Source: an optimization exercise on an open RTL-to-GDS flow (aim: small area, a short achievable clock period and few clock cycles per item). Production flows keep margins and buffers that such runs may drop. In this exercise RTL edits were held to simulation tests only and were not proved equivalent to the original.

==> flow/design.v <==
module variable_partition_allocator_core (
    input  logic        aclk,
    input  logic        aresetn,
    input  logic        s_tvalid,
    output logic        s_tready,
    input  logic [39:0] s_tdata,    
    input  logic        s_tuser,    
    output logic        m_tvalid,
    input  logic        m_tready,
    output logic [39:0] m_tdata,    
    input  logic        psel,
    input  logic        penable,
    input  logic        pwrite,
    input  logic [2:0]  paddr,
    input  logic [31:0] pwdata,
    output logic [31:0] prdata,
    output logic        pready
);
    localparam int N  = 16;
    localparam int AB = 16;
    localparam int SB = 17;
    localparam logic [2:0] AddrPolicy = 3'd0;
    localparam logic [2:0] AddrLimit  = 3'd4;
    function automatic logic lt16(input logic [15:0] a, input logic [15:0] b);
        logic r;
        r = 1'b0;
        for (int i = 0; i < 16; i++) r = (!a[i] && b[i]) || (!(a[i] && !b[i]) && r);
        lt16 = r;
    endfunction
    logic [1:0]  policy_reg;
    logic [15:0] limit_reg;
    logic        cfg_wr;
    assign pready = 1'b1;
    assign cfg_wr = psel && penable && pwrite;
    always_ff @(posedge aclk) begin
        if (!aresetn) begin
            policy_reg <= 2'd0;
            limit_reg  <= '0;
        end else if (cfg_wr) begin
            if (paddr == AddrPolicy) policy_reg <= pwdata[1:0];
            if (paddr == AddrLimit)  limit_reg  <= pwdata[15:0];
        end
    end
    always_comb begin
        prdata = '0;
        if (paddr == AddrPolicy) prdata = {30'd0, policy_reg};
        if (paddr == AddrLimit)  prdata = {16'd0, limit_reg};
    end
    logic          rv;         
    logic          kind_r;
    logic [SB-1:0] arg_r;      
    logic          ov;
    logic [34:0]   odata;
    logic          adv;        
    logic          take;
    assign adv      = aresetn && rv && (!ov || m_tready);
    assign s_tready = !rv || !ov || m_tready;
    assign take     = s_tvalid && s_tready;
    logic [N-1:1][AB-1:0] base_r;
    logic [N:0][AB-1:0]   base_q;    
    logic [N-1:0]         free_q;
    logic [N-1:0][AB-1:0] em1;       
    assign base_q = {AB'(0), base_r, AB'(0)};
    for (genvar g = 0; g < N; g++) begin : g_size
        assign em1[g] = base_q[g+1] + ~base_q[g];
    end
    wire [SB-1:0] sm1   = arg_r;             
    wire [AB-1:0] req_a = arg_r[AB-1:0];
    logic [SB:0]   slm;
    logic          first;
    logic [AB-1:0] wmask;
    assign slm   = {1'b0, sm1} + {2'b0, limit_reg};
    assign first = (policy_reg != 2'd1) && (policy_reg != 2'd2);
    assign wmask = {AB{policy_reg == 2'd2}};
    logic [N-1:0]         cand;
    logic [N-1:0][AB-1:0] key;
    for (genvar g = 0; g < N; g++) begin : g_cand
        assign cand[g]    = free_q[g] && !sm1[SB-1] && !lt16(em1[g], sm1[AB-1:0]);
        assign key[g]     = em1[g] ^ wmask;
    end
    logic [N-1:0][N-1:0]  bt1;
    logic [N-1:0]         win1;       
    logic [3:0]           gv;         
    logic [3:0][AB-1:0]   gkey;
    logic [3:0][AB-1:0]   gem;        
    logic [3:0][AB-1:0]   gb;         
    logic [3:0][AB-1:0]   gnb;        
    logic [3:0]           gns;        
    for (genvar j = 0; j < N; j++) begin : g_b1j
        for (genvar i = 0; i < N; i++) begin : g_b1i
            if (j > i && j / 4 == i / 4) begin : g_c
                assign bt1[j][i] = !first && lt16(key[j], key[i]);
            end else begin : g_n
                assign bt1[j][i] = 1'b0;
            end
        end
    end
    always_comb begin
        for (int a = 0; a < N; a++) begin
            win1[a] = cand[a];
            for (int b = (a / 4) * 4; b < (a / 4) * 4 + 4; b++) begin
                if (b < a && cand[b] && !bt1[a][b]) win1[a] = 1'b0;
                if (b > a && cand[b] && bt1[b][a])  win1[a] = 1'b0;
            end
        end
        for (int q = 0; q < 4; q++) begin
            gv[q]  = |cand[4*q +: 4];
            gkey[q] = '0;
            gb[q]   = '0;
            for (int a = 4 * q; a < 4 * q + 4; a++) begin
                if (win1[a]) begin
                    gkey[q] = gkey[q] | key[a];
                    gb[q]   = gb[q] | base_q[a];
                end
            end
        end
    end
    for (genvar q = 0; q < 4; q++) begin : g_grp
        assign gem[q]  = gkey[q] ^ wmask;
        assign gnb[q]  = gb[q] + sm1[AB-1:0] + AB'(1);
        assign gns[q]  = (slm[SB:AB] != '0) || !lt16(slm[AB-1:0], gem[q]);
    end
    logic [3:0][3:0] bt2;
    logic [3:0]      win2;
    for (genvar j = 0; j < 4; j++) begin : g_b2j
        for (genvar i = 0; i < 4; i++) begin : g_b2i
            if (j > i) begin : g_c
                assign bt2[j][i] = !first && lt16(gkey[j], gkey[i]);
            end else begin : g_n
                assign bt2[j][i] = 1'b0;
            end
        end
    end
    always_comb begin
        for (int a = 0; a < 4; a++) begin
            win2[a] = gv[a];
            for (int b = 0; b < 4; b++) begin
                if (b < a && gv[b] && !bt2[a][b]) win2[a] = 1'b0;
                if (b > a && gv[b] && bt2[b][a])  win2[a] = 1'b0;
            end
        end
    end
    logic [N-1:0]  sel;       
    logic          found;
    for (genvar g = 0; g < N; g++) begin : g_sel
        assign sel[g] = win1[g] && win2[g/4];
    end
    assign found = |gv;
    logic [AB-1:0] pe;     
    logic [AB-1:0] pb;     
    logic [AB-1:0] nbase;  
    logic          exact;
    logic          full;
    always_comb begin
        pe    = '0;
        pb    = '0;
        nbase = '0;
        for (int q = 0; q < 4; q++) begin
            if (win2[q]) begin
                pe    = pe | gem[q];
                pb    = pb | gb[q];
                nbase = nbase | gnb[q];
            end
        end
    end
    assign exact = |(win2 & gns);
    assign full  = base_r[N-1] != '0;
    logic [N-1:0] hit;
    logic [N-1:0] mleft, mright;
    assign hit[0] = req_a == '0;
    for (genvar g = 1; g < N; g++) begin : g_hit
        assign hit[g] = (base_r[g] == req_a) && (req_a != '0);
    end
    assign mleft[0]    = 1'b0;
    assign mright[N-1] = 1'b0;
    for (genvar g = 1; g < N; g++) begin : g_ml
        assign mleft[g] = hit[g] && free_q[g-1];
    end
    for (genvar g = 0; g < N - 1; g++) begin : g_mr
        assign mright[g] = hit[g] && free_q[g+1];
    end
    logic f_ok;
    logic any_l, any_r;
    assign f_ok  = (|hit) && !(|(hit & free_q));
    assign any_l = |mleft;
    assign any_r = |mright;
    logic          do_free;
    logic          a_go;        
    logic          a_any;       
    logic [3:0]    t_split;     
    logic [N-1:0]  pre1;        
    logic [N-1:0]  lo;          
    logic [N-1:0]  gtf;         
    assign do_free = adv && kind_r && f_ok;
    assign a_go    = adv && !kind_r && !full;
    assign a_any   = adv && !kind_r;
    assign t_split = win2 & ~gns;
    always_comb begin
        for (int i = 0; i < N; i++) begin
            pre1[i] = 1'b0;
            for (int j = (i / 4) * 4; j < i; j++) pre1[i] = pre1[i] | win1[j];
        end
        lo = any_l ? (hit >> 1) : hit;
        for (int i = 0; i < N; i++) begin
            gtf[i] = 1'b0;
            for (int j = 0; j < i; j++) gtf[i] = gtf[i] | lo[j];
        end
    end
    wire sh1 = do_free && (any_l != any_r);
    wire sh2 = do_free && any_l && any_r;
    for (genvar g = 0; g < N; g++) begin : g_ent
        localparam int K = (g + N - 1) % N;    
        localparam int G = K / 4;              
        wire [AB-1:0] b_m1 = (g >= 1) ? base_q[K] : '0;
        wire          f_m1 = (g >= 1)    ? free_q[K] : 1'b0;
        wire [AB-1:0] b_p1 = base_q[g+1];
        wire          f_p1 = (g + 1 < N) ? free_q[(g+1)%N]   : 1'b0;
        wire [AB-1:0] b_p2 = (g + 2 < N) ? base_q[g+2]       : '0;
        wire          f_p2 = (g + 2 < N) ? free_q[(g+2)%N]   : 1'b0;
        logic below;    
        always_comb begin
            below = 1'b0;
            for (int q = 0; q < G; q++) below = below | t_split[q];
        end
        wire          ins  = (g >= 1) && a_go && t_split[G] && win1[K];
        wire          shr  = (g >= 1) && a_go && (below || (t_split[G] && pre1[K]));
        wire          s1   = sh1 && gtf[g];
        wire          s2   = sh2 && gtf[g];
        wire          hold = aresetn && !(ins || shr || s1 || s2);
        wire          fset = do_free && lo[g];
        wire          fclr = a_any && win2[g/4] && win1[g] && (gns[g/4] || !full);
        wire [AB-1:0] b_n = ({AB{ins}}  & nbase)
                          | ({AB{shr}}  & b_m1)
                          | ({AB{s1}}   & b_p1)
                          | ({AB{s2}}   & b_p2)
                          | ({AB{hold}} & base_q[g]);
        wire          f_n = ins
                          | (shr  && f_m1)
                          | (s1   && f_p1)
                          | (s2   && f_p2)
                          | (hold && ((free_q[g] && !fclr) || fset))
                          | (g == 0 && !aresetn);
        if (g == 0) begin : g_e0
            always_ff @(posedge aclk) free_q[g] <= f_n;
        end else begin : g_e
            always_ff @(posedge aclk) begin
                base_r[g] <= b_n;
                free_q[g] <= f_n;
            end
        end
    end
    logic [1:0]    res_st;
    logic [AB-1:0] res_a;
    logic [SB-1:0] res_s;
    always_comb begin
        res_st = 2'd0;
        res_a  = '0;
        res_s  = '0;
        if (kind_r) begin
            if (!f_ok) res_st = 2'd3;
        end else if (!found) begin
            res_st = 2'd1;
        end else if (exact) begin
            res_a = pb;
            res_s = {1'b0, pe} + SB'(1);
        end else if (full) begin
            res_st = 2'd2;
        end else begin
            res_a = pb;
            res_s = sm1 + SB'(1);
        end
    end
    always_ff @(posedge aclk) begin
        if (!aresetn) begin
            rv <= 1'b0;
            ov <= 1'b0;
        end else begin
            if (take)     rv <= 1'b1;
            else if (adv) rv <= 1'b0;
            if (adv)           ov <= 1'b1;
            else if (m_tready) ov <= 1'b0;
        end
    end
    always_ff @(posedge aclk) begin
        if (take) begin
            kind_r <= s_tuser;
            arg_r  <= s_tuser ? {1'b0, s_tdata[32:17]} : s_tdata[16:0] - SB'(1);
        end
        if (adv) odata <= {res_s, res_a, res_st};
    end
    assign m_tvalid = ov;
    assign m_tdata  = {5'd0, odata};
endmodule
Settings: LEC_CHECK=0, ABC_AREA=1, CAP_MARGIN=20, CORE_MARGIN=2, CORE_UTILIZATION=30, SETUP_SLACK_MARGIN=2.5, SLEW_MARGIN=20; clock period 11.0 ns.
run.sh (not shown) runs the stock make flow with config.mk's settings and CLKGATE_MAP_FILE= SYNTH_SCRIPT=/design/flow/synth_recipe.tcl, a recipe that flattens the netlist after the stock synthesis.
Testbench counts at the start, summed over its fixed seeds: cycles 4,848, items 4,800.
Next try:
--- a/flow/design.v
+++ b/flow/design.v
@@ -26,8 +26,22 @@
         r = 1'b0;
         for (int i = 0; i < 16; i++) r = (!a[i] && b[i]) || (!(a[i] && !b[i]) && r);
         lt16 = r;
     endfunction
+    function automatic logic [15:0] subm1(input logic [15:0] a, input logic [15:0] b);
+        logic [15:0] nb, g, t, d;
+        logic [16:0] c;
+        nb = ~b;
+        g  = a & nb;
+        t  = a | nb;
+        c[0] = 1'b0;
+        for (int k = 0; k < 16; k += 2) begin
+            c[k+1] = g[k] | (t[k] & c[k]);
+            c[k+2] = g[k+1] | (t[k+1] & g[k]) | (t[k+1] & t[k] & c[k]);
+        end
+        for (int k = 0; k < 16; k++) d[k] = a[k] ^ nb[k] ^ c[k];
+        subm1 = d;
+    endfunction
     logic [1:0]  policy_reg;
     logic [15:0] limit_reg;
     logic        cfg_wr;
     assign pready = 1'b1;
@@ -61,9 +75,9 @@
     logic [N-1:0]         free_q;
     logic [N-1:0][AB-1:0] em1;       
     assign base_q = {AB'(0), base_r, AB'(0)};
     for (genvar g = 0; g < N; g++) begin : g_size
-        assign em1[g] = base_q[g+1] + ~base_q[g];
+        assign em1[g] = subm1(base_q[g+1], base_q[g]);
     end
     wire [SB-1:0] sm1   = arg_r;             
     wire [AB-1:0] req_a = arg_r[AB-1:0];
     logic [SB:0]   slm;
The new run ran to the end with no violations.
Sequential share of layout area decreases by 0.36 points.
Design area increases by 3.6%.
Wire length decreases by 4.4%.
Clock-buffer cell count decreases by 14.
Register-to-register slack degrades by 0.77 ns.
Worst setup slack degrades by 0.77 ns.
Die area decreases by 5.2%.
Testbench counts after the change, summed over its fixed seeds: cycles 4,848, items 4,800.

port drivers added, routing unchanged:
No port has a modelled driver above. Below, the same layouts with a new extraction and two added sets of constraints. Step 1 sets driving cells, clkbuf_16 on the clock port and buf_2 on the other inputs (assumed; they add their load-dependent delay and slew). Step 2, shift: input delay + t, output delay - t, t = (earliest + latest rising clock arrival at the registers) / 2. This alone moves slack from input paths to output paths. Three values: ideal, step 1, step 2; two values: the first two.
run	shift t [ns]	setup WS [ns]	latest minus earliest clock arrival (ns)	worst data-port slew with drivers (ns)
the first run	0.746	2.715 / 2.715 / 2.715	0.090 / 0.090	0.05
the second run	0.739	1.944 / 1.944 / 1.944	0.087 / 0.086	0.05
After both steps setup and hold are still met in every run listed.
